Background: an optimization exercise with open tools, aiming at small area, a short achievable clock period and few clock cycles per item. Do not read the settings as production practice.
Only simulation tests tie the RTL to the original design; equivalence was not proved.
Power and IR drop assume default switching activity.

Design moving_average_filter_unit, start of the top module:
module moving_average_filter_unit (
  input  logic        clk,
  input  logic        rst,
  input  logic        in_valid,
  output logic        in_ready,
  input  logic [0:0]  in_op,
  input  logic [15:0] in_sample,
  input  logic        cfg_valid,
  output logic        cfg_ready,
  input  logic [0:0]  cfg_index,
  input  logic [6:0]  cfg_data,
  output logic        out_valid,
  input  logic        out_ready,
  output logic [15:0] out_average,
  output logic [15:0] out_recent_average,
  output logic [6:0]  out_held_count
);
  maf_back u_back (
    .clk(clk), .rst(rst), .in_valid(in_valid), .in_ready(in_ready),
    .in_op(in_op), .in_sample(in_sample),
    .cfg_valid(cfg_valid), .cfg_ready(cfg_ready), .cfg_index(cfg_index),
    .cfg_data(cfg_data),
    .out_valid(out_valid), .out_ready(out_ready), .out_average(out_average),
    .out_recent_average(out_recent_average), .out_held_count(out_held_count)
  );
endmodule
For scale: ~5900 cells after synthesis, roughly 1800 flip-flops, about 72 I/O pins, about 81000 µm² of cells after synthesis.
clock: 7.0 ns
lec_check: 0
cap_margin: 20
core_margin: 2
core_utilization: 65
cts_cluster_diameter: 90
cts_cluster_size: 22
place_density: 0.8
setup_slack_margin: 4.0
slew_margin: 20
run.sh (not shown) runs the stock make flow with config.mk's settings and CLKGATE_MAP_FILE= SYNTH_SCRIPT=/design/flow/synth_recipe.tcl, a recipe that flattens the netlist after the stock synthesis.
Testbench counts at the start, summed over its fixed seeds: cycles 7,040, items 6,400.
Edit:
--- a/flow/design.v
+++ b/flow/design.v
@@ -24,31 +24,31 @@
   } back_state_t;
 endpackage
 module maf_front (
   input  logic        clk,
   input  logic        shift,
   input  logic [15:0] sample_in,
   input  logic [5:0]  wm,
-  input  logic [6:0]  osel,
+  input  logic [6:0]  osf,
   input  logic [7:0]  rhi,
   input  logic [7:0]  rlo,
-  output logic [15:0] next_oldest,
+  output logic [15:0] oldest,
   output logic [15:0] rsel
 );
   logic [15:0] sh [64];
   logic [15:0] seg_in [6];
   always_comb begin
     for (int j = 0; j < 6; j++) begin
       seg_in[j] = sh[0];
       for (int k = 5; k > j; k--)
         if (wm[k]) seg_in[j] = sh[(2 << k) - 1];
     end
-    next_oldest = ({16{osel[6]}} & sample_in) | ({16{osel[0]}} & seg_in[0]);
-    for (int k = 1; k < 6; k++)
-      next_oldest = next_oldest | ({16{osel[k]}} & sh[(2 << k) - 2]);
+    oldest = {16{osf[6]}} & sh[0];
+    for (int k = 0; k < 6; k++)
+      oldest = oldest | ({16{osf[k]}} & sh[(2 << k) - 1]);
     rsel = '0;
     for (int i = 0; i < 64; i++)
       rsel = rsel | ({16{rhi[i >> 3] & rlo[i & 7]}} & sh[i]);
   end
   always_ff @(posedge clk) begin
     if (shift) begin
       sh[0] <= sample_in;
@@ -169,15 +169,15 @@
     inc = !w[13] && !st[22];
     r4last = {(inc && lo == 2'b11) ? hi1 : hi, lo + {1'b0, inc}};
     r4last[15] = ~r4last[15];
   endfunction
   logic [6:0]  win;         
   logic [5:0]  wm;          
   logic [6:0]  osel;        
-  logic [15:0] po;          
+  logic [6:0]  osf;         
   logic [6:0]  osel_n;
   logic        full_n;
   logic [6:0]  rlen;        
   logic [7:0]  nr1, nr2, nr3;   
   logic        rone;        
   logic        rok_base;    
   logic [6:0]  fill;        
@@ -186,25 +186,25 @@
   logic        dmr;         
   logic        rok_base_n, fge_r_n;
   logic        fge_r1;      
   logic [5:0]  age;         
   logic [7:0]  rhi, rlo;    
   logic [5:0]  raddr;
   assign raddr = amap(age, wm);
-  logic [15:0] onext, rsel;   
+  logic [15:0] oldest, rsel;
   logic [15:0] pr;          
   logic [15:0] u0;
   logic        take;
   logic        adv;
   assign cfg_ready = 1'b1;
   assign take = in_valid && in_ready;
   assign u0 = {~in_sample[15], in_sample[14:0]};
   maf_front u_hist (
     .clk(clk), .shift(take), .sample_in(u0),
-    .wm(wm), .osel(osel), .rhi(rhi), .rlo(rlo), .next_oldest(onext), .rsel(rsel)
+    .wm(wm), .osf(osf), .rhi(rhi), .rlo(rlo), .oldest(oldest), .rsel(rsel)
   );
   function automatic logic [5:0] amap(input logic [5:0] a, input logic [5:0] m);
     logic [5:0] k, x;
     k = a - 6'd1;
     x = k ^ m;
     amap = '0;
     if (a != '0) begin
@@ -219,15 +219,15 @@
   endfunction
   logic        c0, rok0;
   logic [6:0]  fa0;
   logic [16:0] dw0, dr0;
   assign c0 = (in_op == maf_pkg::OP_CLEAR);
   assign fa0 = c0 ? 7'd0 : full ? win : fill + 7'd1;
   assign rok0 = !c0 && rok_base && (full || fge_r1);
-  assign dw0 = ks_sub16(u0, full ? po : 16'd0);
+  assign dw0 = ks_sub16(u0, oldest);
   assign dr0 = ks_sub16(u0, dmr ? pr : 16'd0);
   logic       rc_busy, rc_v1, rc_v2;
   logic [5:0] rc_last;
   logic       rc_start;    
   logic       cfg_w, cfg_r;
   logic [6:0] win_n, fill_n;
   logic       rnz, rle1, rle64;    
@@ -336,15 +336,15 @@
       full_n = 1'b0;
       osel_n = 7'b000_0001;
     end
   end
   always_ff @(posedge clk) begin
     full <= full_n;
     osel <= osel_n;
-    if (take) po <= onext;
+    osf <= osel_n & {7{full_n}};
   end
   always_comb begin
     rok_base_n = rok_base;
     fge_r_n = fge_r;
     if (take) begin
       if (c0) fge_r_n = (rlen == '0);
       else if (!full) fge_r_n = fge_r1;
=>
- die area barely changes
- core utilization went up by 0.61 points
- power goes up by 1.7%
- sequential share of layout area fell by 0.83 points
- via count is higher by 1.4%
- final cell count climbs by 1.1%
- routed wire length rose by 1.3%
- setup slack got worse by 0.17 ns
Testbench counts after the change, summed over its fixed seeds: cycles 7,040, items 6,400.

* * *

old:
Starting RTL as in the previous note.
// moving_average_filter_unit
module moving_average_filter_unit (
  input  logic        clk,
  input  logic        rst,
  input  logic        in_valid,
  output logic        in_ready,
  input  logic [0:0]  in_op,
  input  logic [15:0] in_sample,
  input  logic        cfg_valid,
  output logic        cfg_ready,
  input  logic [0:0]  cfg_index,
  input  logic [6:0]  cfg_data,
  output logic        out_valid,
  input  logic        out_ready,
  output logic [15:0] out_average,
  output logic [15:0] out_recent_average,
  output logic [6:0]  out_held_count
);
export LEC_CHECK = 0
export CAP_MARGIN = 20
export CORE_MARGIN = 2
export CORE_UTILIZATION = 55
export CTS_CLUSTER_DIAMETER = 90
export CTS_CLUSTER_SIZE = 22
export PLACE_DENSITY = 0.72
export SETUP_SLACK_MARGIN = 4.0
export SLEW_MARGIN = 20
create_clock -name core_clock -period 7.0 [get_ports {clk}]
Testbench counts of old, summed over its fixed seeds: cycles 7,040, items 6,400.
Modified inputs, new compared to old
--- a/flow/design.v
+++ b/flow/design.v
@@ -21,37 +21,37 @@
     ST_DIV_AVG,
     ST_DIV_REC,
     ST_OUT
   } back_state_t;
 endpackage
 module maf_front (
   input  logic        clk,
   input  logic        shift,
   input  logic [15:0] sample_in,
   input  logic [5:0]  wm,
-  input  logic [6:0]  osel,
+  input  logic [6:0]  osf,
   input  logic [7:0]  rhi,
   input  logic [7:0]  rlo,
-  output logic [15:0] next_oldest,
+  output logic [15:0] oldest,
   output logic [15:0] rsel
 );
   logic [15:0] sh [64];
   logic [15:0] seg_in [6];
   always_comb begin
     for (int j = 0; j < 6; j++) begin
       seg_in[j] = sh[0];
       for (int k = 5; k > j; k--)
         if (wm[k]) seg_in[j] = sh[(2 << k) - 1];
     end
-    next_oldest = ({16{osel[6]}} & sample_in) | ({16{osel[0]}} & seg_in[0]);
-    for (int k = 1; k < 6; k++)
-      next_oldest = next_oldest | ({16{osel[k]}} & sh[(2 << k) - 2]);
+    oldest = {16{osf[6]}} & sh[0];
+    for (int k = 0; k < 6; k++)
+      oldest = oldest | ({16{osf[k]}} & sh[(2 << k) - 1]);
     rsel = '0;
     for (int i = 0; i < 64; i++)
       rsel = rsel | ({16{rhi[i >> 3] & rlo[i & 7]}} & sh[i]);
   end
   always_ff @(posedge clk) begin
     if (shift) begin
       sh[0] <= sample_in;
       for (int j = 0; j < 6; j++) begin
         sh[1 << j] <= seg_in[j];
         for (int p = (1 << j) + 1; p < (2 << j); p++) sh[p] <= sh[p-1];
@@ -166,48 +166,46 @@
     st = r4step(w, n1, n2, n3);
     hi = w[13:0];
     lo = st[1:0];
     inc = !w[13] && !st[22];
     r4last = {(inc && lo == 2'b11) ? hi1 : hi, lo + {1'b0, inc}};
     r4last[15] = ~r4last[15];
   endfunction
   logic [6:0]  win;         
   logic [5:0]  wm;          
   logic [6:0]  osel;        
-  logic [15:0] po;          
+  logic [6:0]  osf;         
   logic [6:0]  osel_n;
   logic        full_n;
   logic [6:0]  rlen;        
   logic [7:0]  nr1, nr2, nr3;   
   logic        rone;        
   logic        rok_base;    
   logic [6:0]  fill;        
   logic        full;        
   logic        fge_r;       
-  logic        dmr;         
-  logic        rok_base_n, fge_r_n;
   logic        fge_r1;      
   logic [5:0]  age;         
   logic [7:0]  rhi, rlo;    
   logic [5:0]  raddr;
   assign raddr = amap(age, wm);
-  logic [15:0] onext, rsel;   
+  logic [15:0] oldest, rsel;
   logic [15:0] pr;          
   logic [15:0] u0;
   logic        take;
   logic        adv;
   assign cfg_ready = 1'b1;
   assign take = in_valid && in_ready;
   assign u0 = {~in_sample[15], in_sample[14:0]};
   maf_front u_hist (
     .clk(clk), .shift(take), .sample_in(u0),
-    .wm(wm), .osel(osel), .rhi(rhi), .rlo(rlo), .next_oldest(onext), .rsel(rsel)
+    .wm(wm), .osf(osf), .rhi(rhi), .rlo(rlo), .oldest(oldest), .rsel(rsel)
   );
   function automatic logic [5:0] amap(input logic [5:0] a, input logic [5:0] m);
     logic [5:0] k, x;
     k = a - 6'd1;
     x = k ^ m;
     amap = '0;
     if (a != '0) begin
       for (int j = 0; j < 6; j++)
         if (x[j]) amap = 6'(1 << j) | (k & 6'((1 << j) - 1));
     end
@@ -216,22 +214,22 @@
     endsel = 7'b100_0000;
     for (int k = 5; k >= 0; k--)
       if (m[k]) endsel = 7'(1 << k);
   endfunction
   logic        c0, rok0;
   logic [6:0]  fa0;
   logic [16:0] dw0, dr0;
   assign c0 = (in_op == maf_pkg::OP_CLEAR);
   assign fa0 = c0 ? 7'd0 : full ? win : fill + 7'd1;
   assign rok0 = !c0 && rok_base && (full || fge_r1);
-  assign dw0 = ks_sub16(u0, full ? po : 16'd0);
-  assign dr0 = ks_sub16(u0, dmr ? pr : 16'd0);
+  assign dw0 = ks_sub16(u0, oldest);
+  assign dr0 = ks_sub16(u0, (rok_base && fge_r) ? pr : 16'd0);
   logic       rc_busy, rc_v1, rc_v2;
   logic [5:0] rc_last;
   logic       rc_start;    
   logic       cfg_w, cfg_r;
   logic [6:0] win_n, fill_n;
   logic       rnz, rle1, rle64;    
   logic       rok_w;               
   assign cfg_w = cfg_valid && (cfg_index == maf_pkg::REG_WINDOW);
   assign cfg_r = cfg_valid && (cfg_index == maf_pkg::REG_RECENT);
   assign rok_w = rnz && ((cfg_data == '0) ? rle1
@@ -333,44 +331,23 @@
       osel_n = endsel(6'(win_n - 7'd1));
     end
     if (rst) begin
       full_n = 1'b0;
       osel_n = 7'b000_0001;
     end
   end
   always_ff @(posedge clk) begin
     full <= full_n;
     osel <= osel_n;
-    if (take) po <= onext;
+    osf <= osel_n & {7{full_n}};
   end
   always_comb begin
-    rok_base_n = rok_base;
-    fge_r_n = fge_r;
-    if (take) begin
-      if (c0) fge_r_n = (rlen == '0);
-      else if (!full) fge_r_n = fge_r1;
-    end
-    if (cfg_w) begin
-      rok_base_n = rok_w;
-      fge_r_n = (rlen == '0);
-    end
-    if (cfg_r) begin
-      rok_base_n = (cfg_data != '0) && (cfg_data <= win);
-      fge_r_n = (fill >= cfg_data);
-    end
-    if (rst) begin
-      rok_base_n = 1'b1;
-      fge_r_n = 1'b0;
-    end
-  end
-  always_ff @(posedge clk) dmr <= rok_base_n && fge_r_n;
-  always_comb begin
     win_n = win;
     fill_n = fill;
     if (take) fill_n = fa0;
     if (cfg_w) begin
       win_n = (cfg_data == '0) ? 7'd1 : (cfg_data > 7'd64) ? 7'd64 : cfg_data;
       fill_n = '0;
     end
   end
   always_ff @(posedge clk) begin
     if (adv) begin
Notes after the runs:
- Between old and new, met1 global-route usage is higher for new, old comes in under that.
- Minimum period implied by the final worst setup slack is higher on new
- Looking at sequential group share of total power, new sits 0.6 points lower than old does.
- Going from old to new, synthesized cell count shrinks by 0.88%.
- Relative to old, power density over the cells has increased by about 0.8% in new.
- Taking old as the reference, in new achievable frequency saw a decrease; overall routed net length saw an increase; instance area at placement saw a decrease; design area saw little to no change.
- Power deteriorates in new relative to old.
- Diff old -> new | register-to-register slack | decrease of 0.54 ns
- The clock power was comparable across old and new.
Testbench counts of new, summed over its fixed seeds: cycles 7,040, items 6,400.

-- what the ideal ports hide --
In the flow no input, the clock included, has a driving cell. The finished layouts below were timed again as built, in two steps.
Step 1, drivers: a clkbuf_16 drives clk and a buf_2 each remaining input, both assumed.
Step 2, shift: input delay + t, output delay - t, t = (earliest + latest rising clock arrival at the registers) / 2. This alone moves slack from input paths to output paths.
Slacks: no drivers / after step 1 / after step 2; pairs: no drivers / after step 1.
run | t (ns) | slack for setup (ns) | worst setup path at the end | latest minus earliest clock arrival (ns) | cell pins on the clock port's net
the first run of note 1 | 0.795 | 3.903 / 3.926 / 3.155 | input to register | 0.059 / 0.059 | 1
the second run of note 1 | 0.830 | 3.730 / 3.730 / 3.127 | input to register | 0.080 / 0.081 | 1
old | 0.831 | 3.984 / 3.984 / 3.180 | input to register | 0.060 / 0.060 | 1
new | 0.849 | 3.449 / 3.449 / 3.039 | input to register | 0.089 / 0.090 | 1
After both steps every run listed still meets setup and hold. For old, which loses most, drivers alone change the setup slack by 0.000 ns; drivers and shift together by -0.804 ns.
